Context: an optimization exercise on an open-source flow, tuned for small area, a short achievable clock period and few clock cycles per item. The choices shown serve that exercise and are no tape-out recipe.
The RTL was checked by simulation tests, not by an equivalence proof against the original design.

[flow/run.sh]
#!/bin/bash
# synth_recipe.tcl (not shown) runs the flow's synth.tcl, then flattens the netlist and writes it again
# the make line also repeats each setting of config.mk as NAME=value (left out here)
make -C /OpenROAD-flow-scripts/flow DESIGN_CONFIG=/design/flow/config.mk WORK_HOME=/design/flow/orfs CLKGATE_MAP_FILE= SYNTH_SCRIPT=/design/flow/synth_recipe.tcl finish
[flow/config.mk]
export PLATFORM = sky130hd
export DESIGN_NAME = modular_exponentiation_unit
export DESIGN_NICKNAME = modular_exponentiation_unit
export VERILOG_FILES = /design/flow/design.v
export SDC_FILE = /design/flow/constraint.sdc
export NUM_CORES = 4
export LEC_CHECK = 0
export ABC_AREA = 1
export CAP_MARGIN = 20
export CORE_MARGIN = 2
export CORE_UTILIZATION = 40
export SLEW_MARGIN = 20
[flow/constraint.sdc]
create_clock -name core_clock -period 9.0 [get_ports {i_clk}]
set_input_delay 1.8000 -clock core_clock [delete_from_list [all_inputs] [get_ports {i_clk}]]
set_output_delay 1.8000 -clock core_clock [all_outputs]
set_load 0.01 [all_outputs]
[flow/design.v]
`default_nettype none
package modexp_pkg;
    localparam int CFG_DATA_W = 32;
    localparam int CFG_IDX_W  = 2;
    localparam logic [CFG_IDX_W-1:0] CFG_EXPONENT = 2'd0;
    localparam logic [CFG_IDX_W-1:0] CFG_MODULUS  = 2'd1;
    localparam logic [CFG_DATA_W-1:0] EXPONENT_RESET = 32'd17;
    localparam logic [CFG_DATA_W-1:0] MODULUS_RESET  = 32'd3233;
endpackage
`default_nettype wire
`default_nettype none
module modexp_ctrl
#(
    parameter int VALUE_WIDTH = 32
) (
    input  wire logic       i_clk,
    input  wire logic       i_rst_n,
    input  wire logic       i_start,
    input  wire logic       i_exp_lt2,
    input  wire logic       i_mod_lt2,
    input  wire logic       i_exp_bit,     
    output logic [4:0]      o_j,           
    output logic [4:0]      o_cnt,         
    output logic            o_idle,        
    output logic            o_init,        
    output logic            o_run,         
    output logic            o_mul,         
    output logic            o_last,        
    output logic            o_next_mul,    
    output logic            o_busy,
    output logic            o_done
);
    typedef enum logic [1:0] {
        S_IDLE,
        S_INIT,
        S_SCAN,
        S_RUN
    } t_state;
    t_state     r_state, n_state;
    logic [4:0] r_j, n_j;
    logic [4:0] r_cnt, n_cnt;
    logic       r_mul, n_mul;
    logic       r_busy, n_busy;
    logic       r_done, n_done;
    assign o_last = (r_state == S_RUN) && (r_cnt == 5'd31);
    always_comb begin
        n_state = r_state;
        n_j     = r_j;
        n_cnt   = r_cnt;
        n_mul   = r_mul;
        n_busy  = r_busy;
        n_done  = 1'b0;
        case (r_state)
            S_IDLE: begin
                if (i_start) begin
                    n_state = S_INIT;
                    n_busy  = 1'b1;
                end
            end
            S_INIT: begin
                n_j   = 5'd31;
                n_cnt = 5'd0;
                if (i_exp_lt2 || i_mod_lt2) begin
                    n_state = S_IDLE;
                    n_busy  = 1'b0;
                    n_done  = 1'b1;
                end else begin
                    n_state = S_SCAN;
                end
            end
            S_SCAN: begin
                if (i_exp_bit) begin
                    n_state = S_RUN;
                    n_mul   = 1'b1;
                end else begin
                    n_j = r_j - 5'd1;
                end
            end
            S_RUN: begin
                n_cnt = r_cnt + 5'd1;
                if (r_cnt == 5'd31) begin
                    if (!r_mul && i_exp_bit) begin
                        n_mul = 1'b1;
                    end else if (r_j == 5'd0) begin
                        n_state = S_IDLE;
                        n_busy  = 1'b0;
                        n_done  = 1'b1;
                    end else begin
                        n_j   = r_j - 5'd1;
                        n_mul = 1'b0;
                    end
                end
            end
            default: begin
                n_state = S_IDLE;
                n_busy  = 1'b0;
            end
        endcase
    end
    always_ff @(posedge i_clk) begin
        if (!i_rst_n) begin
            r_state <= S_IDLE;
            r_busy  <= 1'b0;
            r_done  <= 1'b0;
        end else begin
            r_state <= n_state;
            r_busy  <= n_busy;
            r_done  <= n_done;
        end
        r_j   <= n_j;
        r_cnt <= n_cnt;
        r_mul <= n_mul;
    end
    assign o_j        = r_j;
    assign o_cnt      = r_cnt;
    assign o_idle     = (r_state == S_IDLE);
    assign o_init     = (r_state == S_INIT);
    assign o_run      = (r_state == S_RUN);
    assign o_mul      = r_mul;
    assign o_next_mul = (n_state == S_RUN) && n_mul;
    assign o_busy     = r_busy;
    assign o_done     = r_done;
endmodule
`default_nettype wire
`default_nettype none
module modexp_dp
#(
    parameter int VALUE_WIDTH = 32
) (
    input  wire logic [VALUE_WIDTH-1:0] i_p,
    input  wire logic [VALUE_WIDTH-1:0] i_b,
    input  wire logic                   i_a_bit,
    input  wire logic [VALUE_WIDTH-1:0] i_m,
    output logic      [VALUE_WIDTH-1:0] o_p_next
);
    localparam int W = VALUE_WIDTH;
    localparam int X = W + 3;    
    logic [X-1:0] x, y, nm1, nm2;
    logic [X-1:0] s1, c1, s2, c2;
    logic [X-1:0] t0, t1, t2;
    assign x   = {2'b00, i_p, 1'b0};
    assign y   = i_a_bit ? {3'b000, i_b} : '0;
    assign nm1 = ~{3'b000, i_m};
    assign nm2 = ~{2'b00, i_m, 1'b0};
    assign s1 = x ^ y ^ nm1;
    assign c1 = (x & y) | (x & nm1) | (y & nm1);
    assign s2 = x ^ y ^ nm2;
    assign c2 = (x & y) | (x & nm2) | (y & nm2);
    assign t0 = x + y;
    assign t1 = s1 + {c1[X-2:0], 1'b1};
    assign t2 = s2 + {c2[X-2:0], 1'b1};
    always_comb begin
        if (!t2[X-1])      o_p_next = t2[W-1:0];
        else if (!t1[X-1]) o_p_next = t1[W-1:0];
        else               o_p_next = t0[W-1:0];
    end
endmodule
`default_nettype wire
`default_nettype none
module modular_exponentiation_unit
#(
    parameter int VALUE_WIDTH = 32
) (
    input  wire logic                   i_clk,
    input  wire logic                   i_rst_n,
    input  wire logic                   i_start,
    input  wire logic [VALUE_WIDTH-1:0] i_base_value,
    input  wire logic                   i_is_last,
    output logic                        o_busy,
    output logic                        o_done,
    output logic [VALUE_WIDTH-1:0]      o_power_value,
    output logic                        o_last_out,
    input  wire logic                   i_cfg_we,
    input  wire logic [modexp_pkg::CFG_IDX_W-1:0]  i_cfg_index,
    input  wire logic [modexp_pkg::CFG_DATA_W-1:0] i_cfg_data
);
    localparam int W = VALUE_WIDTH;
    logic [W-1:0] r_exponent, r_modulus;
    always_ff @(posedge i_clk) begin
        if (!i_rst_n) begin
            r_exponent <= modexp_pkg::EXPONENT_RESET[W-1:0];
            r_modulus  <= modexp_pkg::MODULUS_RESET[W-1:0];
        end else if (i_cfg_we) begin
            case (i_cfg_index)
                modexp_pkg::CFG_EXPONENT: r_exponent <= i_cfg_data[W-1:0];
                modexp_pkg::CFG_MODULUS:  r_modulus  <= i_cfg_data[W-1:0];
                default: ;
            endcase
        end
    end
    logic       exp_lt2, mod_lt2, exp_bit;
    logic [4:0] j, cnt;
    logic       idle, init, run, mul, last, next_mul;
    assign exp_lt2 = (r_exponent[W-1:1] == '0);
    assign mod_lt2 = (r_modulus[W-1:1] == '0);
    assign exp_bit = r_exponent[j];
    modexp_ctrl #(
        .VALUE_WIDTH(VALUE_WIDTH)
    ) u_ctrl (
        .i_clk      (i_clk),
        .i_rst_n    (i_rst_n),
        .i_start    (i_start),
        .i_exp_lt2  (exp_lt2),
        .i_mod_lt2  (mod_lt2),
        .i_exp_bit  (exp_bit),
        .o_j        (j),
        .o_cnt      (cnt),
        .o_idle     (idle),
        .o_init     (init),
        .o_run      (run),
        .o_mul      (mul),
        .o_last     (last),
        .o_next_mul (next_mul),
        .o_busy     (o_busy),
        .o_done     (o_done)
    );
    logic [W-1:0] r_base, r_acc, r_p;
    logic         r_a_bit, r_tag;
    logic [W-1:0] base_d, p_next;
    logic         acc_bit;
    modexp_dp #(
        .VALUE_WIDTH(VALUE_WIDTH)
    ) u_dp (
        .i_p      (r_p),
        .i_b      (r_acc),
        .i_a_bit  (r_a_bit),
        .i_m      (r_modulus),
        .o_p_next (p_next)
    );
    always_comb begin
        if (idle)            base_d = i_base_value;
        else if (run && mul) base_d = {r_base[W-2:0], r_base[W-1]};
        else                 base_d = r_base;
    end
    assign acc_bit = r_acc[5'd30 - cnt];
    always_ff @(posedge i_clk) begin
        r_base <= base_d;
        if (idle) begin
            r_tag <= i_is_last;
        end
        if (init) begin
            r_acc <= exp_lt2 ? r_base : {{(W-1){1'b0}}, !mod_lt2};
        end else if (last) begin
            r_acc <= p_next;
        end
        if (init || last) begin
            r_p <= '0;
        end else if (run) begin
            r_p <= p_next;
        end
        if (next_mul)  r_a_bit <= base_d[W-1];
        else if (last) r_a_bit <= p_next[W-1];
        else           r_a_bit <= acc_bit;
    end
    assign o_power_value = r_acc;
    assign o_last_out    = r_tag;
endmodule
`default_nettype wire
==> results of run 1 <==
==> flip-flops by register name, summed over array words and instances, names as in the netlist <==
signal / cells
r_base: 32
r_exponent: 32
u_ctrl.r_done: 1
r_tag: 1
r_acc: 32
r_modulus: 32
u_ctrl.r_state: 2
u_ctrl.r_j: 5
u_ctrl.r_busy: 1
r_p: 32
u_ctrl.r_mul: 1
u_ctrl.r_cnt: 5
r_a_bit: 1
==> worst max path at each step <==
stage | start | endpoint | slack (ns) | cells after the start
after floorplan | r_a_bit | r_acc[27] | 5.91 | 20
after global placement | r_a_bit | r_acc[25] | 4.18 | 18
after detailed placement | r_a_bit | r_acc[20] | 4.09 | 21
after CTS | r_a_bit | r_acc[20] | 4.09 | 17
after global routing | r_a_bit | r_acc[21] | 3.68 | 19
final | r_a_bit | r_acc[21] | 4.01 | 17
==> synthesized netlist by cell type (4+ instances only) <==
| cell type | n |
|---|---|
| nor4_1 | 13 |
| xor2_1 | 37 |
| buf_2 | 9 |
| nand3_1 | 149 |
| a21oi_1 | 156 |
| o211ai_1 | 19 |
| nand4_1 | 17 |
| nor2_1 | 263 |
| nand3b_1 | 10 |
| a21o_1 | 11 |
| dfxtp_1 | 103 |
| edfxtp_1 | 74 |
| nand2_1 | 633 |
| o21ai_0 | 150 |
| fa_1 | 65 |
| clkbuf_1 | 48 |
| o21ai_1 | 37 |
| buf_6 | 4 |
| or2_2 | 6 |
| ha_1 | 99 |
| nor2_2 | 6 |
| inv_2 | 7 |
| nor3_1 | 27 |
| inv_1 | 374 |
| o22ai_1 | 10 |
| buf_4 | 4 |
| a31oi_1 | 4 |
| a32o_1 | 17 |
| o21bai_1 | 17 |
| xnor2_1 | 23 |
==> metal layers <==
layer,track usage [%],up-vias
met5,0,-
met4,8.84,2
met1,50.4,7810
li1,-,7951
met3,6.57,69
met2,48.2,733
==> worst register-to-register path, delay by kind of cell (launching register included) <==
family                     cells  cell delay [ns]
buffers and inverters          4             1.36
AOI/OAI and AO/OA              2             0.26
adders and majority gates      2             0.90
DFF                            1             0.31
and+or+nand+nor                9             1.91
==> metrics by stage <==
step / utilization [%] / area [sq um] / setup WS (ns) / cells
final: 45.9 / 18300 / 4.01 / 3028
after global routing: 45.9 / 18300 / 3.68 / 3028
after CTS: 45.9 / 18300 / 4.09 / 3028
after detailed placement: 44.4 / 17700 / 4.09 / 2996
after global placement: 44.4 / 17700 / 4.18 / 2996
after floorplan: - / 16200 / 5.91 / 2419
==> layout make-up <==
cell class,instances,area share (%)
Multi-Input combinational cell,1793,55.7
Inverter,382,7.85
Timing Repair Buffer,119,6.30
Sequential cell,177,23.4
Tap cell,525,3.60
Clock buffer,17,2.33
Clock inverter,15,0.815
==> logic make-up (layout without fill, tap and decap cells) <==
family                     after synthesis  count (layout)
AOI/OAI and AO/OA                      434             434
buffers and inverters                  449             533
and+or+nand+nor                       1135            1135
adders and majority gates              164             164
DFF                                    177             177
xor gates and xnor gates                60              60
==> flow_summary.json, run 1 <==
{
  "wl_met3_microns": 5700,
  "globalplace.congestion": 0.990,
  "synth_top_family_by_area": "simple AND/OR/NAND/NOR gates",
  "yosys-top-cells-area": "nand2_1 (15%), edfxtp_1 (14%), dfxtp_1 (13%)",
  "tightest_slew_ns": 0.965,
  "hold_path_end": "u_ctrl.r_busy",
  "synth_adder_area_share_pct": 15.7,
  "multi_input_area_sq_um": 10200,
  "min_path_type": "reg -> reg",
  "antenna_left": 0,
  "postCtsSetupRepairBufs": 0,
  "finalHoldViolCount": 0,
  "synth_edf_count": 74,
  "grt_pass1_vias": 15800,
  "grt_antenna_before_repair": 2,
  "fin_crit_sh_pct": 55.5,
  "syn_nets": 2654,
  "synth.distinct_cells": 45,
  "overflow": 0,
  "synth_largest_area_cell": "nand2_1",
  "max_freq_mhz": 200,
  "max_stage_delay_ns": 0.80,
  "synth_top_area_share_pct": 14.7,
  "hpwl_microns": 57100,
  "layout_min_cycle_time_ns": 4.99,
  "topRoutingLayerUsed": "met5",
  "routedWlPerCell_microns": 22.7,
  "synth_area_per_cell_sq_um": 6.69,
  "synthArstFlopShare_pct": 0,
  "die_x_microns": 205,
  "final_cell_mix": "nand2_1 (633), inv_1 (373), nor2_1 (262)",
  "antennaDiodeCount": 0,
  "grtUsageTotal_pct": 33.4,
  "core-area_sq_um": 39800,
  "synth_warnings": 3,
  "path_common_cell": "nand2_1",
  "numCtsBuffers": 17,
  "criticalPathCategory": "reg -> reg",
  "relSlewSlack_pct": 35.6,
  "reg2reg_depth": 17,
  "htreeDepth": 4,
  "rsz0062_at_grt": "false",
  "start_kind": "flop",
  "drv_cap": 0,
  "portBuffers": 105,
  "muxShareOfSynthArea_pct": 0,
  "crit_arrival_ns": 5.24,
  "cts_buffer_depth": 2,
  "ys_seq_area_share_pct": 26.5,
  "clock_skew_ns": 0.00973,
  "cts_tree": "done",
  "viasPerCell": 5.47,
  "final_max_slew_viol_count": 0,
  "synth_compound_area_share_pct": 15.0,
  "finalSetupTns_ns": 0,
  "status": "timing/DRC/antenna clean",
  "grt_pass1_wl_microns": 102000,
  "cts_resized": 0,
  "start_util_pct": 40.7,
  "ctsHoldBuffers": 0,
  "routed_wl_microns": 68700,
  "ys.flop_type": "dfxtp_1",
  "min_path_cells": 2,
  "worstReg2RegStart": "r_a_bit",
  "path_delay_family": "simple AND/OR/NAND/NOR gates",
  "synthXorXnorAreaFrac_pct": 3.25,
  "synth-simple-area-share_pct": 28.8,
  "synth_cells": 2419,
  "crit_path_max_fanout": 41,
  "grt_max_degree": 66,
  "critPathSlowestCell": "inv_2",
  "wl_met1_microns": 33300,
  "post-route-drc-count": 0,
  "area_growth_pct": 12.8,
  "cp-end-kind": "flop",
  "std_cell_rows": 73,
  "cts-root-buf": "clkbuf_16",
  "ys_seq_elements": 177,
  "io_pins": 106,
  "post_route_cells_drive_above_1_share_pct": 3.20,
  "die_h_microns": 205,
  "cts_num_sinks": 177,
  "path_clk_slew_ns": 0.08,
  "vias": 16600,
  "crit_buf_inv": 4,
  "required_ns": 9.24,
  "detail_route.iter0.violations": 1815,
  "layout.cells.most_common": "nand2_1",
  "wl_met2_microns": 28100,
  "worstHoldStart": "u_ctrl.r_busy",
  "fin_hold_ws_ns": 0.476,
  "die-area_sq_um": 42100,
  "regToRegEndpoint": "r_acc[21]",
  "path_cells": "buf_4 > nand2_1 > fa_1 > inv_1 > ha_1 > inv_1 > o21ai_1 > nor2_1 > nand2_1 > a21oi_1 > nand3_2 > inv_2 > nand3_1 > nand3_1 > nand2_1 > nand2_1 > nand2_1",
  "reg2reg_setup_slack_ns": 4.01,
  "register_area_sq_um": 4280,
  "setup_violations": 0,
  "fill_cells": 4291,
  "clock_latency_ns": 0.49,
  "first_pass_iters": 6,
  "syn_area_sq_um": 16200,
  "final_nets": 2725
}
Testbench counts, summed over its fixed seeds: cycles 382,168, items 256.
==> run 2: changes to the inputs <==
--- a/flow/config.mk
+++ b/flow/config.mk
@@ -5,8 +5,8 @@
 export SDC_FILE = /design/flow/constraint.sdc
 export NUM_CORES = 4
 export LEC_CHECK = 0
-export ABC_AREA = 1
 export CAP_MARGIN = 20
 export CORE_MARGIN = 2
 export CORE_UTILIZATION = 40
+export SETUP_SLACK_MARGIN = 5
 export SLEW_MARGIN = 20
==> flow_summary.json, run 2 <==
{
  "hold_path_end": "r_exponent[0]",
  "grtUsageTotal_pct": 28.3,
  "htreeDepth": 4,
  "first_pass_iters": 5,
  "cts_tree": "done",
  "start_util_pct": 40.7,
  "vias": 14300,
  "fin_util_pct": 52.9,
  "path_clk_slew_ns": 0.08,
  "max_freq_mhz": 241,
  "reg2reg_depth": 17,
  "post-place-ws_ns": 3.59,
  "cp-end-kind": "flop",
  "ys.flop_type": "dfxtp_1",
  "tightest_slew_ns": 1.18,
  "synth_warnings": 3,
  "antenna_left": 0,
  "detail_route.iter0.violations": 1239,
  "min_path_cells": 2,
  "post_route_cells_drive_above_1_share_pct": 20.3,
  "worstReg2RegStart": "r_a_bit",
  "finalNonFillerCells": 2368,
  "relSlewSlack_pct": 20.6,
  "grt_max_degree": 69,
  "final_cell_mix": "nand2_1 (210), inv_1 (153), a21oi_1 (118)",
  "placedCellCount": 2243,
  "io_pins": 106,
  "criticalPathCategory": "reg -> reg",
  "die_x_microns": 198,
  "crit_path_max_fanout": 16,
  "worstHoldStart": "r_exponent[0]",
  "cts_num_sinks": 177,
  "die-area_sq_um": 39000,
  "synth.distinct_cells": 81,
  "synthArstFlopShare_pct": 0,
  "rsz0062_at_grt": "true",
  "finalHoldViolCount": 0,
  "die_h_microns": 198,
  "numCtsBuffers": 17,
  "clock_latency_ns": 0.47,
  "fin_crit_sh_pct": 46.1,
  "routedWlPerCell_microns": 23.5,
  "std_cell_rows": 70,
  "ys_seq_elements": 177,
  "start_kind": "flop",
  "post-route-drc-count": 0,
  "grt_pass1_vias": 13800,
  "min_path_type": "reg -> reg",
  "crit_arrival_ns": 4.46,
  "viasPerCell": 6.05,
  "setup_violations": 0,
  "cts_buffer_depth": 2,
  "clock_skew_ns": 0.0196,
  "grt_pass1_wl_microns": 82500,
  "synth_largest_area_cell": "edfxtp_1",
  "ctsHoldBuffers": 0,
  "synth_most_common_cell": "nand2_1",
  "final_max_slew_viol_count": 0,
  "layout.cells.most_common": "nand2_1",
  "antennaDiodeCount": 0,
  "cts-root-buf": "clkbuf_16",
  "required_ns": 9.30,
  "overflow": 0,
  "syn_nets": 1974,
  "finalSetupTns_ns": 0,
  "synth_edf_count": 74,
  "fin_ws_ns": 4.85,
  "regToRegEndpoint": "r_acc[8]",
  "routed_wl_microns": 55700,
  "portBuffers": 105,
  "core-area_sq_um": 36800,
  "synth_area_per_cell_sq_um": 8.62,
  "syn_area_sq_um": 15000,
  "final_nets": 2122,
  "ys_seq_area_share_pct": 28.6,
  "synth_top_area_share_pct": 14.8,
  "status": "timing/DRC/antenna clean",
  "layout_min_cycle_time_ns": 4.15,
  "synthTopCellsByCount": "nand2_1 (236), inv_1 (162), a21oi_1 (149)",
  "synth_cells": 1739,
  "fill_cells": 3338,
  "hpwl_microns": 38600,
  "drv_cap": 0,
  "yosys-top-cells-area": "edfxtp_1 (15%), dfxtp_1 (14%), fa_1 (8.7%)",
  "reg2reg_setup_slack_ns": 4.85,
  "grt_antenna_before_repair": 0,
  "globalplace.congestion": 0.980,
  "area_growth_pct": 29.9
}
run 2: repair_timing:
item | 4_1_cts | 5_1_grt
gates resized for setup | 202 | 127
setup endpoints to repair | 97 | 65
hold endpoints to repair | 0 | 0
pin swaps | 92 | 60
buffers inserted | 65 | 15
gates cloned | 13 | 0
run 2: cell type report:
| class | count | area [sq um] | share of cell area (%) |
|---|---|---|---|
| Sequential cell | 177 | 4290 | 22.0 |
| Inverter | 162 | 613 | 3.15 |
| Clock buffer | 20 | 447 | 2.30 |
| Tap cell | 468 | 586 | 3.01 |
| Clock inverter | 12 | 123 | 0.630 |
| Multi-Input combinational cell | 1316 | 11100 | 57.0 |
| Timing Repair Buffer | 213 | 2310 | 11.9 |
run 2: how the worst max path moves through the flow:
stage,start,endpoint,slack (ns),cells past startpoint
5_1_grt,r_a_bit,r_acc[31],4.74,18
4_1_cts,r_a_bit,r_acc[15],4.78,18
6_report,r_a_bit,r_acc[8],4.85,17
2_1_floorplan,r_a_bit,r_acc[31],5.01,15
3_3_place_gp,r_a_bit,r_acc[15],3.70,17
3_5_place_dp,r_a_bit,r_acc[24],3.59,17
run 2: cell families after synthesis:
family	after synthesis	synth area share, %
compound gates	557	25.0
xor+xnor	76	4.44
fa+ha+maj	164	16.9
buf+inv	248	6.51
flops	177	28.6
mux	30	3.72
simple gates	487	14.8
run 2: through the flow:
step	hold WS, ns	cell area, sq um
after CTS	0.477	18800
after global placement	0.449	16400
final	0.473	19500
after global routing	0.492	19500
after detailed placement	0.459	16400
after floorplan	0.436	15000
run 2: worst max-delay path, stage by stage (launching register included):
cell	delay, ns
dfxtp_4	0.40
buf_4	0.14
buf_16	0.17
nand2_2	0.11
inv_2	0.12
ha_4	0.23
fa_2	0.42
a211oi_4	0.28
o211ai_2	0.18
a41oi_4	0.23
o41ai_4	0.08
buf_4	0.18
a32oi_4	0.32
buf_4	0.22
a21oi_4	0.15
o311a_1	0.42
a21o_1	0.17
o21ai_0	0.13
run 2: per-layer routing:
metal	track usage [%]	vias up	wire, microns
li1	-	6511	-
met1	37.6	6959	23200
met2	44.6	724	24900
met3	6.78	128	5360
met4	10.9	0	2160
met5	0	-	0
==> run 3: changes to the inputs <==
--- a/flow/config.mk
+++ b/flow/config.mk
@@ -8,5 +8,4 @@
 export CAP_MARGIN = 20
 export CORE_MARGIN = 2
 export CORE_UTILIZATION = 40
-export SETUP_SLACK_MARGIN = 5
 export SLEW_MARGIN = 20
==> flow_summary.json, run 3 <==
{
  "post-route-drc-count": 0,
  "finalHoldViolCount": 0,
  "synth_top_area_share_pct": 14.8,
  "synth_cells": 1739,
  "path_delay_family": "compound AO/OA/AOI/OAI gates",
  "cp-end-kind": "flop",
  "std_cell_rows": 70,
  "synth_largest_area_cell": "edfxtp_1",
  "max_stage_delay_ns": 0.65,
  "wl_met3_microns": 3690,
  "topRoutingLayerUsed": "met4",
  "path_clk_slew_ns": 0.07,
  "criticalPathCategory": "reg -> reg",
  "max_freq_mhz": 194,
  "cts_resized": 0,
  "cts_num_sinks": 177,
  "ys_seq_elements": 177,
  "post_route_cells_drive_above_1_share_pct": 5.20,
  "rsz0062_at_grt": "false",
  "routed_wl_microns": 51000,
  "placed_area_sq_um": 16400,
  "clock_latency_ns": 0.47,
  "synth_most_common_cell": "nand2_1",
  "synth.distinct_cells": 81,
  "hpwl_microns": 39300,
  "clock_skew_ns": 0.0137,
  "final_nets": 2031,
  "wl_met1_microns": 23600,
  "overflow": 0,
  "detail_route.iter0.violations": 1168,
  "layout.cells.most_common": "nand2_1",
  "numCtsBuffers": 17,
  "status": "timing/DRC/antenna clean",
  "path_common_cell": "buf_4",
  "cts_buffer_depth": 2,
  "ys_seq_area_share_pct": 28.6,
  "crit_arrival_ns": 5.36,
  "antennaDiodeCount": 0,
  "synth_warnings": 3,
  "path_cells": "buf_4 > and2_1 > fa_1 > ha_1 > o21a_1 > o211ai_1 > nand2_1 > a211o_1 > a2111oi_0 > nor2_1 > a41oi_4 > buf_4 > nor4_1 > a21oi_1 > o21ai_0",
  "syn_area_sq_um": 15000,
  "syn_nets": 1974,
  "portBuffers": 105,
  "tightest_slew_ns": 1.15,
  "critPathSlowestCell": "a41oi_4",
  "area_growth_pct": 13.4,
  "core-area_sq_um": 36800,
  "grt_pass1_vias": 13200,
  "grt_pass1_wl_microns": 77600,
  "grt_antenna_before_repair": 0,
  "die_x_microns": 198,
  "synthArstFlopShare_pct": 0,
  "ys.flop_type": "dfxtp_1",
  "io_pins": 106,
  "finalSetupTns_ns": 0,
  "drv_cap": 0,
  "fin_util_pct": 46.2,
  "yosys-top-cells-area": "edfxtp_1 (15%), dfxtp_1 (14%), fa_1 (8.7%)",
  "final_max_slew_viol_count": 0,
  "synth_area_per_cell_sq_um": 8.62,
  "die-area_sq_um": 39000,
  "min_path_type": "reg -> reg",
  "synthTopCellsByCount": "nand2_1 (236), inv_1 (162), a21oi_1 (149)",
  "viasPerCell": 5.93,
  "final_cell_mix": "nand2_1 (236), inv_1 (161), a21oi_1 (148)",
  "layout_min_cycle_time_ns": 5.15,
  "cts_tree": "done",
  "grt_max_degree": 69,
  "start_kind": "flop",
  "setup_violations": 0,
  "antenna_left": 0,
  "routedWlPerCell_microns": 22.4,
  "cts-root-buf": "clkbuf_16",
  "wl_met2_microns": 22800,
  "first_pass_iters": 6,
  "fin_area_sq_um": 17000,
  "htreeDepth": 4,
  "grtUsageTotal_pct": 26.4,
  "globalplace.congestion": 0.959,
  "ctsHoldBuffers": 0,
  "crit_path_max_fanout": 33,
  "postCtsSetupRepairBufs": 0,
  "required_ns": 9.21,
  "die_h_microns": 198,
  "vias": 13500,
  "start_util_pct": 40.7,
  "crit_buf_inv": 2,
  "relSlewSlack_pct": 23.5,
  "synth_edf_count": 74,
  "fin_crit_sh_pct": 57.2
}
run 3: cell counts after synthesis:
Identical to the previous run, type by type.
run 3: worst paths after layout:
kind	startpoint	endpoint	slack (ns)	cells past startpoint
setup / recovery	r_a_bit	r_acc[9]	3.85	15
hold / removal	r_exponent[0]	r_exponent[0]	0.48	2
setup reg to reg	r_a_bit	r_acc[9]	3.85	15
hold reg to reg	r_exponent[0]	r_exponent[0]	0.48	2
run 3: worst register-to-register path: cells and delay by family, from the launching register on:
kind	cells	cell delay, ns
compound gates	7	2.22
fa+ha+maj	2	0.80
buf+inv	2	0.75
flops	1	0.31
simple gates	4	0.83
run 3: metrics by stage:
stage          instances  hold slack [ns]  worst slack (ns)
2_1_floorplan       1739            0.436              4.96
3_3_place_gp        2244            0.447              3.90
3_5_place_dp        2244            0.460              3.88
4_1_cts             2276            0.476              3.85
5_1_grt             2277            0.503              3.57
6_report            2277            0.477              3.85
run 3: cell families (layout without fill, tap and decap cells):
group,after synthesis,after routing,share of synthesized area (%)
muxes,30,30,3.72
and+or+nand+nor,487,487,14.8
buffers and inverters,248,318,6.51
adders and majority gates,164,164,16.9
xor gates and xnor gates,76,76,4.44
AOI/OAI and AO/OA,557,557,25.0
DFF,177,177,28.6
run 3: final cells by class:
cell class | count | area, sq um
clock buffers | 22 | 454
clock inverters | 10 | 103
fillers | 3659 | 19800
inverters | 162 | 608
multi-input cells | 1314 | 9770
flip-flops and latches | 177 | 4280
well taps | 468 | 586
repair buffers | 124 | 1190
run 3: metal layers:
layer | vias up | global-route usage (%)
li1 | 6318 | -
met1 | 6630 | 37.1
met2 | 505 | 42.2
met3 | 53 | 4.66
met4 | 0 | 6.52
met5 | - | 0
==> run 4: changes to the inputs <==
--- a/flow/design.v
+++ b/flow/design.v
@@ -125,7 +125,8 @@
 `default_nettype none
 module modexp_dp
 #(
-    parameter int VALUE_WIDTH = 32
+    parameter int VALUE_WIDTH = 32,
+    parameter int ADD_ARCH    = 1
 ) (
     input  wire logic [VALUE_WIDTH-1:0] i_p,
     input  wire logic [VALUE_WIDTH-1:0] i_b,
@@ -146,14 +147,80 @@
     assign c1 = (x & y) | (x & nm1) | (y & nm1);
     assign s2 = x ^ y ^ nm2;
     assign c2 = (x & y) | (x & nm2) | (y & nm2);
-    assign t0 = x + y;
-    assign t1 = s1 + {c1[X-2:0], 1'b1};
-    assign t2 = s2 + {c2[X-2:0], 1'b1};
+    modexp_add #(.N(X), .ARCH(ADD_ARCH)) u_add0 (.i_a(x),  .i_b(y),                   .i_ci(1'b0), .o_sum(t0));
+    modexp_add #(.N(X), .ARCH(ADD_ARCH)) u_add1 (.i_a(s1), .i_b({c1[X-2:0], 1'b0}), .i_ci(1'b1), .o_sum(t1));
+    modexp_add #(.N(X), .ARCH(ADD_ARCH)) u_add2 (.i_a(s2), .i_b({c2[X-2:0], 1'b0}), .i_ci(1'b1), .o_sum(t2));
     always_comb begin
         if (!t2[X-1])      o_p_next = t2[W-1:0];
         else if (!t1[X-1]) o_p_next = t1[W-1:0];
         else               o_p_next = t0[W-1:0];
     end
+endmodule
+module modexp_add
+#(
+    parameter int N    = 35,
+    parameter int ARCH = 0
+) (
+    input  wire logic [N-1:0] i_a,
+    input  wire logic [N-1:0] i_b,
+    input  wire logic         i_ci,
+    output logic      [N-1:0] o_sum
+);
+    localparam int L = $clog2(N);
+    logic [N-1:0] g0, p0;
+    logic [N-1:0] g [0:2*L];
+    logic [N-1:0] p [0:2*L];
+    logic [N:0]   c;
+    assign g0 = i_a & i_b;
+    assign p0 = i_a ^ i_b;
+    always_comb begin
+        for (int l = 0; l <= 2*L; l++) begin
+            g[l] = '0;
+            p[l] = '0;
+        end
+        g[0] = g0;
+        p[0] = p0;
+        g[0][0] = g0[0] | (p0[0] & i_ci);
+        if (ARCH == 1) begin
+            for (int l = 0; l < L; l++) begin
+                g[l+1] = g[l];
+                p[l+1] = p[l];
+                for (int k = 0; k < N; k++) begin
+                    if (((k >> l) & 1) == 1) begin
+                        g[l+1][k] = g[l][k] | (p[l][k] & g[l][((k >> l) << l) - 1]);
+                        p[l+1][k] = p[l][k] & p[l][((k >> l) << l) - 1];
+                    end
+                end
+            end
+            for (int l = L; l < 2*L; l++) begin
+                g[l+1] = g[l];
+                p[l+1] = p[l];
+            end
+        end else begin
+            for (int l = 0; l < L; l++) begin
+                g[l+1] = g[l];
+                p[l+1] = p[l];
+                for (int k = 0; k < N; k++) begin
+                    if ((k % (1 << (l+1))) == (1 << (l+1)) - 1) begin
+                        g[l+1][k] = g[l][k] | (p[l][k] & g[l][k - (1 << l)]);
+                        p[l+1][k] = p[l][k] & p[l][k - (1 << l)];
+                    end
+                end
+            end
+            for (int l = L - 1; l >= 0; l--) begin
+                g[2*L-l] = g[2*L-l-1];
+                p[2*L-l] = p[2*L-l-1];
+                for (int k = 0; k < N; k++) begin
+                    if (k >= (1 << (l+1)) && (k % (1 << (l+1))) == (1 << l) - 1) begin
+                        g[2*L-l][k] = g[2*L-l-1][k] | (p[2*L-l-1][k] & g[2*L-l-1][k - (1 << l)]);
+                        p[2*L-l][k] = p[2*L-l-1][k] & p[2*L-l-1][k - (1 << l)];
+                    end
+                end
+            end
+        end
+    end
+    assign c     = {g[2*L], i_ci};
+    assign o_sum = p0 ^ c[N-1:0];
 endmodule
 `default_nettype wire
 `default_nettype none
--- a/flow/config.mk
+++ b/flow/config.mk
@@ -7,5 +7,7 @@
 export LEC_CHECK = 0
 export CAP_MARGIN = 20
 export CORE_MARGIN = 2
-export CORE_UTILIZATION = 40
+export CORE_UTILIZATION = 60
+export PLACE_DENSITY = 0.7
+export SETUP_SLACK_MARGIN = 5
 export SLEW_MARGIN = 20
==> flow_summary.json, run 4 <==
{
  "placed_area_sq_um": 15000,
  "crit_path_max_fanout": 6,
  "ys_seq_area_share_pct": 31.3,
  "setup_violations": 0,
  "die_h_microns": 155,
  "antenna_left": 0,
  "final_nets": 1912,
  "layout.cells.most_common": "nand2_1",
  "viasPerCell": 6.61,
  "synthArstFlopShare_pct": 0,
  "wl_met1_microns": 18700,
  "relSlewSlack_pct": 22.1,
  "htreeDepth": 4,
  "rsz0062_at_grt": "true",
  "crit_arrival_ns": 4.30,
  "syn_area_sq_um": 13700,
  "topRoutingLayerUsed": "met4",
  "die_x_microns": 155,
  "vias": 13000,
  "status": "timing/DRC/antenna clean",
  "routedWlPerCell_microns": 25.0,
  "synth_edf_count": 74,
  "post-route-drc-count": 0,
  "ctsHoldBuffers": 0,
  "cts_tree": "done",
  "criticalPathCategory": "reg -> reg",
  "clock_latency_ns": 0.45,
  "numCtsBuffers": 17,
  "synth_warnings": 6,
  "grt_max_degree": 55,
  "max_freq_mhz": 243,
  "grtUsageTotal_pct": 39.3,
  "fin_area_sq_um": 17600,
  "finalHoldViolCount": 0,
  "synth_area_per_cell_sq_um": 8.99,
  "synth_most_common_cell": "nand2_1",
  "hpwl_microns": 32600,
  "grt_pass1_wl_microns": 71000,
  "synth_largest_area_cell": "edfxtp_1",
  "tightest_slew_ns": 1.16,
  "finalNonFillerCells": 1973,
  "routed_wl_microns": 49400,
  "synth_cells": 1524,
  "globalplace.congestion": 0.972,
  "post_route_cells_drive_above_1_share_pct": 20.1,
  "start_kind": "flop",
  "ys_seq_elements": 177,
  "overflow": 0,
  "std_cell_rows": 55,
  "portBuffers": 105,
  "cts_buffer_depth": 2,
  "area_growth_pct": 28.2,
  "cp-end-kind": "flop",
  "cts-root-buf": "clkbuf_16",
  "final_max_slew_viol_count": 0,
  "grt_pass1_vias": 12400,
  "clock_skew_ns": 0.0131,
  "wl_met3_microns": 5420,
  "reg2reg_depth": 16,
  "io_pins": 106,
  "yosys-top-cells-area": "edfxtp_1 (16%), dfxtp_1 (15%), fa_1 (11%)",
  "fin_crit_sh_pct": 45.6,
  "wl_met2_microns": 22300,
  "antennaDiodeCount": 0,
  "start_util_pct": 60.9,
  "die-area_sq_um": 24100,
  "grt_antenna_before_repair": 0,
  "synthTopCellsByCount": "nand2_1 (207), a21oi_1 (155), inv_1 (154)",
  "core-area_sq_um": 22500,
  "required_ns": 9.19,
  "placedCellCount": 1862,
  "synth_top_area_share_pct": 16.2,
  "finalSetupTns_ns": 0,
  "syn_nets": 1761,
  "path_clk_slew_ns": 0.08,
  "ys.flop_type": "dfxtp_1",
  "final_cell_mix": "nand2_1 (200), inv_1 (147), a21oi_1 (130)",
  "detail_route.iter0.violations": 1355,
  "cts_num_sinks": 177,
  "min_path_cells": 2,
  "min_path_type": "reg -> reg",
  "layout_min_cycle_time_ns": 4.11,
  "first_pass_iters": 7,
  "drv_cap": 0,
  "synth.distinct_cells": 82
}
==> run 4: cells by family after synthesis <==
| logic type | after synthesis | synth area share, % |
|---|---|---|
| flip-flops | 177 | 31.3 |
| adder cells (fa/ha/maj) | 166 | 19.1 |
| multiplexers | 41 | 4.84 |
| AO/OA/AOI/OAI | 406 | 19.0 |
| XOR/XNOR | 71 | 4.59 |
| buffers and inverters | 222 | 6.34 |
| AND/OR/NAND/NOR | 441 | 14.8 |
==> run 4: critical path, stage by stage, from the launching register on <==
cell and delay (ns):
dfxtp_4 0.39, buf_12 0.14, buf_12 0.14, and2_4 0.15, fa_1 0.43, ha_1 0.40, a21o_1 0.19, a21oi_1 0.38
o21ai_2 0.18, a21oi_2 0.26, o22ai_4 0.14, buf_12 0.15, a211oi_2 0.23, xor2_1 0.19, nor2_2 0.09, a41oi_4 0.26
a21oi_2 0.10
==> run 4: path summary, 6_finish.rpt <==
path	slack, ns	to	start
setup / recovery	4.89	r_acc[31]	r_a_bit
hold / removal	0.47	r_exponent[23]	r_exponent[23]
setup reg to reg	4.89	r_acc[31]	r_a_bit
hold reg to reg	0.47	r_exponent[23]	r_exponent[23]
==> run 4: metrics by stage <==
stage,utilization [%],setup WS [ns],hold WS (ns)
final,78.0,4.89,0.472
after global routing,78.0,4.84,0.499
after CTS,74.4,4.95,0.473
after detailed placement,66.5,3.34,0.462
after global placement,66.5,3.43,0.455
after floorplan,-,5.01,0.436
==> run 4: area by class of cell <==
class / instances / area, sq um
Tap cell: 285 / 357
Clock inverter: 14 / 159
Sequential cell: 177 / 4290
Timing Repair Buffer: 195 / 2060
Inverter: 155 / 587
Clock buffer: 18 / 429
Multi-Input combinational cell: 1129 / 9670
Fill cell: 1532 / 4950
==> run 4: routing by layer <==
layer,track usage [%],vias to the layer above
met2,62.1,830
met1,53.1,6317
li1,-,5683
met3,7.69,213
met5,0,-
met4,16.8,0
==> run 4: timing repair <==
item / in CTS / in global routing
setup buffers: 51 / 18
pin swaps: 42 / 61
endpoints found under the setup margin: 65 / 65
resized for setup: 110 / 141
endpoints found under the hold margin: 0 / 0
cloned: 9 / 1
Testbench counts of run 4, summed over its fixed seeds: cycles 382,168, items 256.
==> run 5: changes to the inputs <==
--- a/flow/config.mk
+++ b/flow/config.mk
@@ -7,7 +7,6 @@
 export LEC_CHECK = 0
 export CAP_MARGIN = 20
 export CORE_MARGIN = 2
-export CORE_UTILIZATION = 60
-export PLACE_DENSITY = 0.7
+export CORE_UTILIZATION = 40
 export SETUP_SLACK_MARGIN = 5
 export SLEW_MARGIN = 20
==> flow_summary.json, run 5 <==
{
  "status": "timing/DRC/antenna clean",
  "cts_buffer_depth": 2,
  "hpwl_microns": 34400,
  "cts-root-buf": "clkbuf_16",
  "final_max_slew_viol_count": 0,
  "grt_pass1_wl_microns": 73000,
  "ys.flop_type": "dfxtp_1",
  "finalSetupTns_ns": 0,
  "grt_pass1_vias": 12300,
  "cts_tree": "done",
  "worstReg2RegStart": "r_a_bit",
  "grt.busiest_layer": "met2",
  "use_met2_pct": 43.4,
  "synth_edf_count": 74,
  "register_area_sq_um": 4290,
  "fill_cells": 3080,
  "detail_route.iter0.violations": 1089,
  "grt_antenna_before_repair": 0,
  "std_cell_rows": 67,
  "routed_wl_microns": 49300,
  "max_freq_mhz": 242,
  "start_kind": "flop",
  "vias": 12300,
  "die_h_microns": 189,
  "hold_path_end": "r_exponent[18]",
  "synth_warnings": 6,
  "cp-end-kind": "flop",
  "synth.distinct_cells": 82,
  "synth_area_per_cell_sq_um": 8.99,
  "synth_top_area_share_pct": 16.2,
  "multi_input_area_sq_um": 9460,
  "rsz0062_at_grt": "true",
  "io_pins": 106,
  "layout_min_cycle_time_ns": 4.14,
  "grtUsageTotal_pct": 27.1,
  "met1_usage_pct": 37.2,
  "cts_num_sinks": 177,
  "start_util_pct": 40.7,
  "htreeDepth": 4,
  "min_path_type": "reg -> reg",
  "clock_skew_ns": 0.0113,
  "layout.cells.most_common": "nand2_1",
  "synth_most_common_cell": "nand2_1",
  "die_x_microns": 189,
  "fin_hold_ws_ns": 0.469,
  "reg2reg_depth": 18,
  "synthTopCellsByCount": "nand2_1 (207), a21oi_1 (155), inv_1 (154)",
  "min_path_cells": 2,
  "crit_arrival_ns": 4.31,
  "post-route-drc-count": 0,
  "final_cell_mix": "nand2_1 (198), inv_1 (151), a21oi_1 (133)",
  "syn_nets": 1761,
  "post_route_cells_drive_above_1_share_pct": 17.7,
  "viasPerCell": 5.79,
  "drv_cap": 0,
  "die-area_sq_um": 35700,
  "yosys-top-cells-area": "edfxtp_1 (16%), dfxtp_1 (15%), fa_1 (11%)",
  "path_clk_slew_ns": 0.07,
  "relSlewSlack_pct": 29.0,
  "core-area_sq_um": 33600,
  "tightest_slew_ns": 1.06,
  "numCtsBuffers": 17,
  "ys_seq_area_share_pct": 31.3,
  "reg2reg_setup_slack_ns": 4.86,
  "worstHoldStart": "r_exponent[18]",
  "grt_use_met3_pct": 4.58,
  "crit_path_max_fanout": 5,
  "fin_util_pct": 52.1,
  "criticalPathCategory": "reg -> reg",
  "ys_seq_elements": 177,
  "fin_crit_sh_pct": 46.0,
  "synth_largest_area_cell": "edfxtp_1",
  "portBuffers": 105,
  "antenna_left": 0,
  "grt_max_degree": 62,
  "first_pass_iters": 5,
  "required_ns": 9.17,
  "setup_violations": 0,
  "synth_cells": 1524,
  "syn_area_sq_um": 13700,
  "overflow": 0,
  "routedWlPerCell_microns": 23.1,
  "synthArstFlopShare_pct": 0,
  "area_growth_pct": 27.8,
  "clock_latency_ns": 0.45,
  "finalHoldViolCount": 0,
  "globalplace.congestion": 0.905,
  "final_nets": 1907,
  "regToRegEndpoint": "r_acc[12]"
}
==> run 5: cell counts after synthesis <==
No cell type changed its count.
==> run 5: cell families after synthesis <==
family,share of synthesized area [%]
flip-flops,31.3
AO/OA/AOI/OAI,19.0
multiplexers,4.84
AND/OR/NAND/NOR,14.8
buffers and inverters,6.34
adder cells (fa/ha/maj),19.1
XOR/XNOR,4.59
==> run 5: cell type report <==
cell class | instances | area share (%)
Tap cell | 448 | 3.20
Clock buffer | 21 | 2.63
Antenna cell | 1 | 0.0143
Multi-Input combinational cell | 1125 | 54.0
Timing Repair Buffer | 194 | 11.6
Sequential cell | 177 | 24.5
Clock inverter | 11 | 0.722
Inverter | 155 | 3.32
==> run 5: layer usage <==
layer | vias to the layer above | share of wire (%)
met5 | - | 0
met1 | 6056 | 43
li1 | 5659 | -
met4 | 0 | 3.3
met3 | 99 | 7.8
met2 | 530 | 46
==> run 5: worst max-delay path, stage by stage (launching register included) <==
cell and delay [ns]:
dfxtp_4 0.38, buf_12 0.13, buf_16 0.14, and2_4 0.15
fa_1 0.49, ha_4 0.34, and4_1 0.20, o211ai_1 0.10
o21bai_4 0.22, a21oi_2 0.17, a31o_4 0.21, a31oi_4 0.10
buf_6 0.14, buf_4 0.12, buf_4 0.14, o21ai_0 0.41
o211ai_1 0.18, o21ai_1 0.14, a21oi_1 0.09
==> run 5: timing repair <==
| item | CTS | global route |
|---|---|---|
| cloned | 7 | 2 |
| endpoints found under the hold margin | 0 | 0 |
| pin swaps | 50 | 39 |
| resized for setup | 120 | 90 |
| setup buffers | 33 | 29 |
| hold buffers | 0 | 0 |
| setup endpoints to repair | 65 | 65 |
==> run 5: worst max-delay path by stage <==
| stage | startpoint | slack (ns) | endpoint | cells past startpoint |
|---|---|---|---|---|
| detailed placement | r_a_bit | 3.77 | r_acc[29] | 17 |
| CTS | r_a_bit | 4.86 | r_acc[29] | 17 |
| floorplan | r_a_bit | 5.01 | r_acc[7] | 18 |
| global route | r_a_bit | 4.81 | r_acc[29] | 18 |
| finish | r_a_bit | 4.86 | r_acc[12] | 18 |
| global placement | r_a_bit | 3.82 | r_acc[29] | 17 |
==> run 5: through the flow <==
stage,cell area (sq um),setup slack [ns],instances
finish,17500,4.86,2132
global route,17500,4.81,2131
CTS,16800,4.86,2099
detailed placement,15200,3.77,2027
global placement,15200,3.82,2027
floorplan,13700,5.01,1524
==> run 6: changes to the inputs <==
--- a/flow/design.v
+++ b/flow/design.v
@@ -27,6 +27,7 @@
     output logic            o_mul,         
     output logic            o_last,        
     output logic            o_next_mul,    
+    input  wire logic       i_p_msb,       
     output logic            o_busy,
     output logic            o_done
 );
@@ -88,6 +89,7 @@
                     end else begin
                         n_j   = r_j - 5'd1;
                         n_mul = 1'b0;
+                        n_cnt = {4'd0, !i_p_msb};
                     end
                 end
             end
@@ -278,18 +280,20 @@
         .o_mul      (mul),
         .o_last     (last),
         .o_next_mul (next_mul),
+        .i_p_msb    (p_next[W-1]),
         .o_busy     (o_busy),
         .o_done     (o_done)
     );
     logic [W-1:0] r_base, r_acc, r_p;
-    logic         r_a_bit, r_tag;
-    logic [W-1:0] base_d, p_next;
+    logic         r_a_bit, r_tag, r_first, r_sel_base;
+    logic [W-1:0] base_d, p_next, b_op;
     logic         acc_bit;
+    assign b_op = r_first ? {{(W-1){1'b0}}, 1'b1} : r_acc;
     modexp_dp #(
         .VALUE_WIDTH(VALUE_WIDTH)
     ) u_dp (
         .i_p      (r_p),
-        .i_b      (r_acc),
+        .i_b      (b_op),
         .i_a_bit  (r_a_bit),
         .i_m      (r_modulus),
         .o_p_next (p_next)
@@ -306,20 +310,23 @@
             r_tag <= i_is_last;
         end
         if (init) begin
-            r_acc <= exp_lt2 ? r_base : {{(W-1){1'b0}}, !mod_lt2};
+            r_sel_base <= exp_lt2;
+        end
+        if (init) begin
+            r_first <= 1'b1;
         end else if (last) begin
-            r_acc <= p_next;
+            r_first <= 1'b0;
         end
         if (init || last) begin
-            r_p <= '0;
-        end else if (run) begin
-            r_p <= p_next;
+            r_acc <= p_next;
         end
+        r_p <= (run && !last) ? p_next : '0;
         if (next_mul)  r_a_bit <= base_d[W-1];
-        else if (last) r_a_bit <= p_next[W-1];
-        else           r_a_bit <= acc_bit;
+        else if (last) r_a_bit <= p_next[W-1] | p_next[W-2];   
+        else if (run)  r_a_bit <= acc_bit;
+        else           r_a_bit <= 1'b0;
     end
-    assign o_power_value = r_acc;
+    assign o_power_value = r_sel_base ? r_base : r_acc;
     assign o_last_out    = r_tag;
 endmodule
 `default_nettype wire
--- a/flow/config.mk
+++ b/flow/config.mk
@@ -8,5 +8,5 @@
 export CAP_MARGIN = 20
 export CORE_MARGIN = 2
 export CORE_UTILIZATION = 40
-export SETUP_SLACK_MARGIN = 5
+export SETUP_SLACK_MARGIN = 4
 export SLEW_MARGIN = 20
==> flow_summary.json, run 6 <==
{
  "routed_wl_microns": 40500,
  "post_route_cells_drive_above_1_share_pct": 9.33,
  "grt_max_degree": 61,
  "syn_area_sq_um": 13700,
  "synth_adder_area_share_pct": 19.9,
  "start_kind": "flop",
  "required_ns": 9.20,
  "die_x_microns": 189,
  "core-area_sq_um": 33600,
  "yosys-top-cells-area": "edfxtp_1 (16%), dfxtp_1 (15%), fa_1 (11%)",
  "synth_area_per_cell_sq_um": 9.49,
  "final_max_slew_viol_count": 0,
  "globalplace.congestion": 0.908,
  "path_clk_slew_ns": 0.08,
  "setup_violations": 0,
  "viasPerCell": 5.55,
  "fin_crit_sh_pct": 53.5,
  "ys_seq_elements": 179,
  "final_nets": 1774,
  "drv_cap": 0,
  "synth_top_family_by_area": "adder cells",
  "min_path_type": "reg -> reg",
  "rsz0062_at_grt": "false",
  "criticalPathCategory": "reg -> reg",
  "worstHoldStart": "r_exponent[7]",
  "overflow": 0,
  "cp-end-kind": "flop",
  "fill_cells": 3218,
  "crit_arrival_ns": 5.02,
  "synthTopCellsByCount": "nand2_1 (193), inv_1 (154), a21oi_1 (142)",
  "regToRegEndpoint": "r_acc[28]",
  "cts_num_sinks": 179,
  "layout.cells.most_common": "nand2_1",
  "numCtsBuffers": 17,
  "tightest_slew_ns": 0.991,
  "first_pass_iters": 5,
  "std_cell_rows": 67,
  "finalHoldViolCount": 0,
  "reg2reg_depth": 16,
  "grt_pass1_wl_microns": 62500,
  "worstReg2RegStart": "r_a_bit",
  "placedCellCount": 1950,
  "htreeDepth": 4,
  "clock_latency_ns": 0.46,
  "synthXorXnorAreaFrac_pct": 3.83,
  "max_freq_mhz": 208,
  "grt_antenna_before_repair": 2,
  "die_h_microns": 189,
  "routedWlPerCell_microns": 20.3,
  "ctsHoldBuffers": 0,
  "reg2reg_setup_slack_ns": 4.18,
  "synth.distinct_cells": 79,
  "detail_route.iter0.violations": 827,
  "portBuffers": 105,
  "post-place-ws_ns": 3.04,
  "layout_min_cycle_time_ns": 4.82,
  "status": "timing/DRC/antenna clean",
  "vias": 11100,
  "post-route-drc-count": 0,
  "synth_cells": 1445,
  "synth_warnings": 6,
  "start_util_pct": 40.8,
  "fin_ws_ns": 4.18,
  "synth_compound_area_share_pct": 18.4,
  "finalNonFillerCells": 1992,
  "synth_edf_count": 75,
  "synthArstFlopShare_pct": 0,
  "final_cell_mix": "nand2_1 (192), inv_1 (154), a21oi_1 (142)",
  "synth-simple-area-share_pct": 13.2,
  "hold_path_end": "r_exponent[7]",
  "die-area_sq_um": 35800,
  "synth_most_common_cell": "nand2_1",
  "antenna_left": 0,
  "synth_top_area_share_pct": 16.4,
  "syn_nets": 1688,
  "multi_input_area_sq_um": 8630,
  "min_path_cells": 2,
  "ys.flop_type": "dfxtp_1",
  "io_pins": 106,
  "register_area_sq_um": 4330,
  "hpwl_microns": 31000,
  "grtUsageTotal_pct": 22.8,
  "antennaDiodeCount": 0,
  "synth_largest_area_cell": "edfxtp_1",
  "relSlewSlack_pct": 33.9,
  "cts_buffer_depth": 2,
  "cts_tree": "done",
  "finalSetupTns_ns": 0,
  "clock_skew_ns": 0.0124,
  "cts-root-buf": "clkbuf_16",
  "muxShareOfSynthArea_pct": 7.03,
  "area_growth_pct": 15.9,
  "grt_pass1_vias": 10900,
  "ys_seq_area_share_pct": 31.6,
  "crit_path_max_fanout": 22
}
## run 6: layout make-up
class | instances | area share [%]
well taps | 448 | 3.53
repair buffers | 125 | 7.63
multi-input cells | 1053 | 54.3
inverters | 155 | 3.66
clock buffers | 18 | 2.70
clock inverters | 14 | 0.882
flip-flops and latches | 179 | 27.3
## run 6: cell families after synthesis
family | Yosys count
compound gates | 371
xor+xnor | 60
fa+ha+maj | 172
buf+inv | 214
flops | 179
mux | 67
simple gates | 382
## run 6: critical path: stages, from the launching register on
cell and delay [ns]:
dfxtp_1 0.33, nor2b_4 0.27, buf_6 0.26, and2_1 0.24
inv_1 0.07, fa_1 0.47, inv_1 0.04, ha_1 0.33
and4_1 0.25, nand4_1 0.11, or3_4 0.38, a2111oi_4 0.52
o2111ai_2 0.30, nand2_4 0.35, a211oi_1 0.08, a221oi_1 0.42
nand2_1 0.08
## run 6: through the flow
stage / utilization (%) / cell area (sq um) / hold WS, ns
global placement: 45.1 / 15200 / 0.454
finish: 47.3 / 15900 / 0.471
CTS: 46.9 / 15800 / 0.472
global route: 47.3 / 15900 / 0.487
floorplan: - / 13700 / 0.436
detailed placement: 45.1 / 15200 / 0.461
## run 6: how the worst max path moves through the flow
stage | startpoint | endpoint | slack, ns | cells after the start
after detailed placement | r_a_bit | r_acc[31] | 3.04 | 14
after floorplan | r_a_bit | r_acc[17] | 4.89 | 18
after CTS | r_a_bit | r_acc[31] | 3.99 | 14
after global routing | r_a_bit | r_p[30] | 3.96 | 16
after global placement | r_a_bit | r_acc[31] | 3.41 | 14
final | r_a_bit | r_acc[28] | 4.18 | 16
## run 6: repair_timing
item                                    in CTS  in global routing
pin swaps                                    0                  2
cloned                                       0                  1
endpoints found under the setup margin      66                 60
hold endpoints to repair                     0                  0
gates resized for setup                      6                  7
buffers inserted                             0                  8
## run 6: routing by layer
| layer | vias to the layer above | routed length [microns] | global-route usage [%] | part of all wire (%) |
|---|---|---|---|---|
| met2 | 358 | 17600 | 34.3 | 44 |
| met4 | 0 | 620 | 6.46 | 1.5 |
| met1 | 5359 | 19300 | 33.3 | 48 |
| met5 | - | 0 | 0 | 0 |
| li1 | 5304 | - | - | - |
| met3 | 33 | 2930 | 4.49 | 7.2 |
Testbench counts of run 6, summed over its fixed seeds: cycles 377,024, items 256.
==> run 7: changes to the inputs <==
--- a/flow/config.mk
+++ b/flow/config.mk
@@ -8,5 +8,5 @@
 export CAP_MARGIN = 20
 export CORE_MARGIN = 2
 export CORE_UTILIZATION = 40
-export SETUP_SLACK_MARGIN = 4
+export SETUP_SLACK_MARGIN = 5
 export SLEW_MARGIN = 20
==> flow_summary.json, run 7 <==
{
  "status": "timing/DRC/antenna clean",
  "grt_pass1_wl_microns": 66500,
  "viasPerCell": 5.72,
  "routedWlPerCell_microns": 21.6,
  "routed_wl_microns": 44400,
  "synth_compound_area_share_pct": 18.4,
  "synthArstFlopShare_pct": 0,
  "grt.busiest_layer": "met2",
  "cts_buffer_depth": 2,
  "fin_hold_ws_ns": 0.473,
  "criticalPathCategory": "reg -> reg",
  "max_stage_delay_ns": 0.47,
  "die-area_sq_um": 35800,
  "finalSetupTns_ns": 0,
  "grt_max_degree": 50,
  "vias": 11800,
  "final_max_slew_viol_count": 0,
  "layout.cells.most_common": "nand2_1",
  "synth_largest_area_cell": "edfxtp_1",
  "use_met2_pct": 37.7,
  "ys_seq_elements": 179,
  "required_ns": 9.37,
  "final_nets": 1839,
  "synth_edf_count": 75,
  "synth_top_family_by_area": "adder cells",
  "syn_nets": 1688,
  "fin_crit_sh_pct": 46.8,
  "std_cell_rows": 67,
  "io_pins": 106,
  "drv_cap": 0,
  "synthTopCellsByCount": "nand2_1 (193), inv_1 (154), a21oi_1 (142)",
  "setup_violations": 0,
  "path_cells": "nor2b_4 > buf_6 > buf_16 > and2_4 > fa_2 > ha_4 > a211oi_2 > o211a_1 > or3_4 > a2111oi_4 > buf_4 > o2111ai_4 > and2_4 > buf_12 > a21oi_4 > mux2i_1 > nor3b_2",
  "muxShareOfSynthArea_pct": 7.03,
  "grt_pass1_vias": 11500,
  "die_x_microns": 189,
  "synth_top_area_share_pct": 16.4,
  "portBuffers": 105,
  "rsz0062_at_grt": "true",
  "register_area_sq_um": 4340,
  "grt_antenna_before_repair": 1,
  "ys_seq_area_share_pct": 31.6,
  "area_growth_pct": 26.7,
  "ys.flop_type": "dfxtp_1",
  "crit_buf_inv": 4,
  "cts-root-buf": "clkbuf_16",
  "synthXorXnorAreaFrac_pct": 3.83,
  "cts_tree": "done",
  "grt_use_met3_pct": 5.08,
  "synth_adder_area_share_pct": 19.9,
  "tightest_slew_ns": 1.02,
  "ctsHoldBuffers": 0,
  "crit_path_max_fanout": 5,
  "overflow": 0,
  "yosys-top-cells-area": "edfxtp_1 (16%), dfxtp_1 (15%), fa_1 (11%)",
  "core-area_sq_um": 33600,
  "first_pass_iters": 7,
  "multi_input_area_sq_um": 9430,
  "finalHoldViolCount": 0,
  "min_path_type": "reg -> reg",
  "synth_warnings": 6,
  "met1_usage_pct": 33.6,
  "relSlewSlack_pct": 32.1,
  "detail_route.iter0.violations": 845,
  "path_clk_slew_ns": 0.07,
  "numCtsBuffers": 17,
  "max_freq_mhz": 237,
  "fill_cells": 3025,
  "synth.distinct_cells": 79,
  "clock_skew_ns": 0.0162,
  "hpwl_microns": 31100,
  "syn_area_sq_um": 13700,
  "antenna_left": 0,
  "synth-simple-area-share_pct": 13.2,
  "antennaDiodeCount": 0,
  "synth_most_common_cell": "nand2_1",
  "cp-end-kind": "flop",
  "post-route-drc-count": 0,
  "grtUsageTotal_pct": 24.4,
  "cts_num_sinks": 179,
  "clock_latency_ns": 0.45,
  "start_kind": "flop",
  "die_h_microns": 189,
  "critPathSlowestCell": "fa_2",
  "synth_area_per_cell_sq_um": 9.49,
  "path_delay_family": "simple AND/OR/NAND/NOR gates",
  "post_route_cells_drive_above_1_share_pct": 20.5,
  "fin_util_pct": 51.7,
  "htreeDepth": 4,
  "start_util_pct": 40.8,
  "final_cell_mix": "nand2_1 (182), inv_1 (153), a21oi_1 (117)",
  "layout_min_cycle_time_ns": 4.21,
  "crit_arrival_ns": 4.58,
  "path_common_cell": "and2_4",
  "globalplace.congestion": 0.906,
  "synth_cells": 1445
}
run 7: cell counts after synthesis:
No cell type changed its count.
run 7: kinds of logic (layout without fill, tap and decap cells):
family | count (synthesis) | after routing
AND/OR/NAND/NOR | 382 | 392
AO/OA/AOI/OAI | 371 | 372
buffers and inverters | 214 | 367
flip-flops | 179 | 179
adder cells (fa/ha/maj) | 172 | 172
multiplexers | 67 | 67
XOR/XNOR | 60 | 60
run 7: repair_timing:
item / CTS / global route
gates resized for setup: 121 / 94
setup buffers: 41 / 19
gates cloned: 13 / 1
pin swaps: 32 / 49
setup endpoints to repair: 66 / 66
run 7: cell type report:
class | instances | area share, %
sequential | 179 | 25.0
inverter | 155 | 3.36
clock buffer | 22 | 3.10
multi-input combinational | 1063 | 54.2
tap | 448 | 3.23
clock inverter | 10 | 0.540
timing repair buffer | 180 | 10.6
run 7: worst paths after layout:
kind	start	endpoint	cells past startpoint	slack, ns
setup / recovery	r_a_bit	r_p[0]	17	4.79
hold / removal	r_exponent[30]	r_exponent[30]	2	0.47
setup reg to reg	r_a_bit	r_p[0]	17	4.79
hold reg to reg	r_exponent[30]	r_exponent[30]	2	0.47
run 7: metrics by stage:
stage / cells / setup slack, ns / instance area (sq um)
CTS: 2036 / 4.81 / 16800
global route: 2057 / 4.66 / 17400
detailed placement: 1950 / 3.51 / 15200
finish: 2057 / 4.79 / 17400
floorplan: 1445 / 4.99 / 13700
global placement: 1950 / 3.68 / 15200
run 7: per-layer routing:
layer	vias up	share of wire [%]
met1	5740	45
met4	0	3.4
li1	5436	-
met3	105	7.5
met2	486	44
met5	-	0
run 7: worst reg2reg max path, cell delays in order (launching register included):
cell	delay, ns
dfxtp_2	0.33
nor2b_4	0.24
buf_6	0.15
buf_16	0.11
and2_4	0.17
fa_2	0.47
ha_4	0.29
a211oi_2	0.07
o211a_1	0.28
or3_4	0.41
a2111oi_4	0.29
buf_4	0.20
o2111ai_4	0.17
and2_4	0.25
buf_12	0.13
a21oi_4	0.16
mux2i_1	0.25
nor3b_2	0.19

-- re-timing with driven ports --
The flow's constraints put no driver on any port. The routed layouts listed below were extracted and timed again, unchanged, in two steps.
Step 1 (the two cells are an assumption about what drives the block):
set clk [get_ports {i_clk}]
set_driving_cell -lib_cell sky130_fd_sc_hd__clkbuf_16 $clk
set_driving_cell -lib_cell sky130_fd_sc_hd__buf_2 [delete_from_list [all_inputs] $clk]
Step 2, shift: input delay + t, output delay - t, t = (earliest + latest rising clock arrival at the registers) / 2. This alone moves slack from input paths to output paths.
a / b / c = no drivers / after step 1 / after step 2; a / b = the first two.
| run | shift t [ns] | setup WS [ns] | hold WS [ns] | worst setup path after step 2 | slew at the worst register clock pin (ns) |
|---|---|---|---|---|---|
| run 1 | 0.541 | 4.005 / 4.005 / 4.005 | 0.476 / 0.476 / 0.476 | register to register | 0.08 / 0.08 |
| run 2 | 0.508 | 4.847 / 4.847 / 4.847 | 0.473 / 0.473 / 0.473 | register to register | 0.08 / 0.08 |
| run 3 | 0.512 | 3.851 / 3.851 / 3.851 | 0.477 / 0.477 / 0.477 | register to register | 0.08 / 0.08 |
| run 4 | 0.492 | 4.892 / 4.892 / 4.892 | 0.472 / 0.472 / 0.472 | register to register | 0.08 / 0.08 |
| run 5 | 0.491 | 4.864 / 4.864 / 4.864 | 0.469 / 0.469 / 0.469 | register to register | 0.07 / 0.07 |
| run 6 | 0.504 | 4.181 / 4.181 / 4.181 | 0.471 / 0.471 / 0.471 | register to register | 0.08 / 0.08 |
| run 7 | 0.495 | 4.787 / 4.787 / 4.787 | 0.473 / 0.473 / 0.473 | register to register | 0.09 / 0.09 |
After both steps every run listed still meets setup and hold.
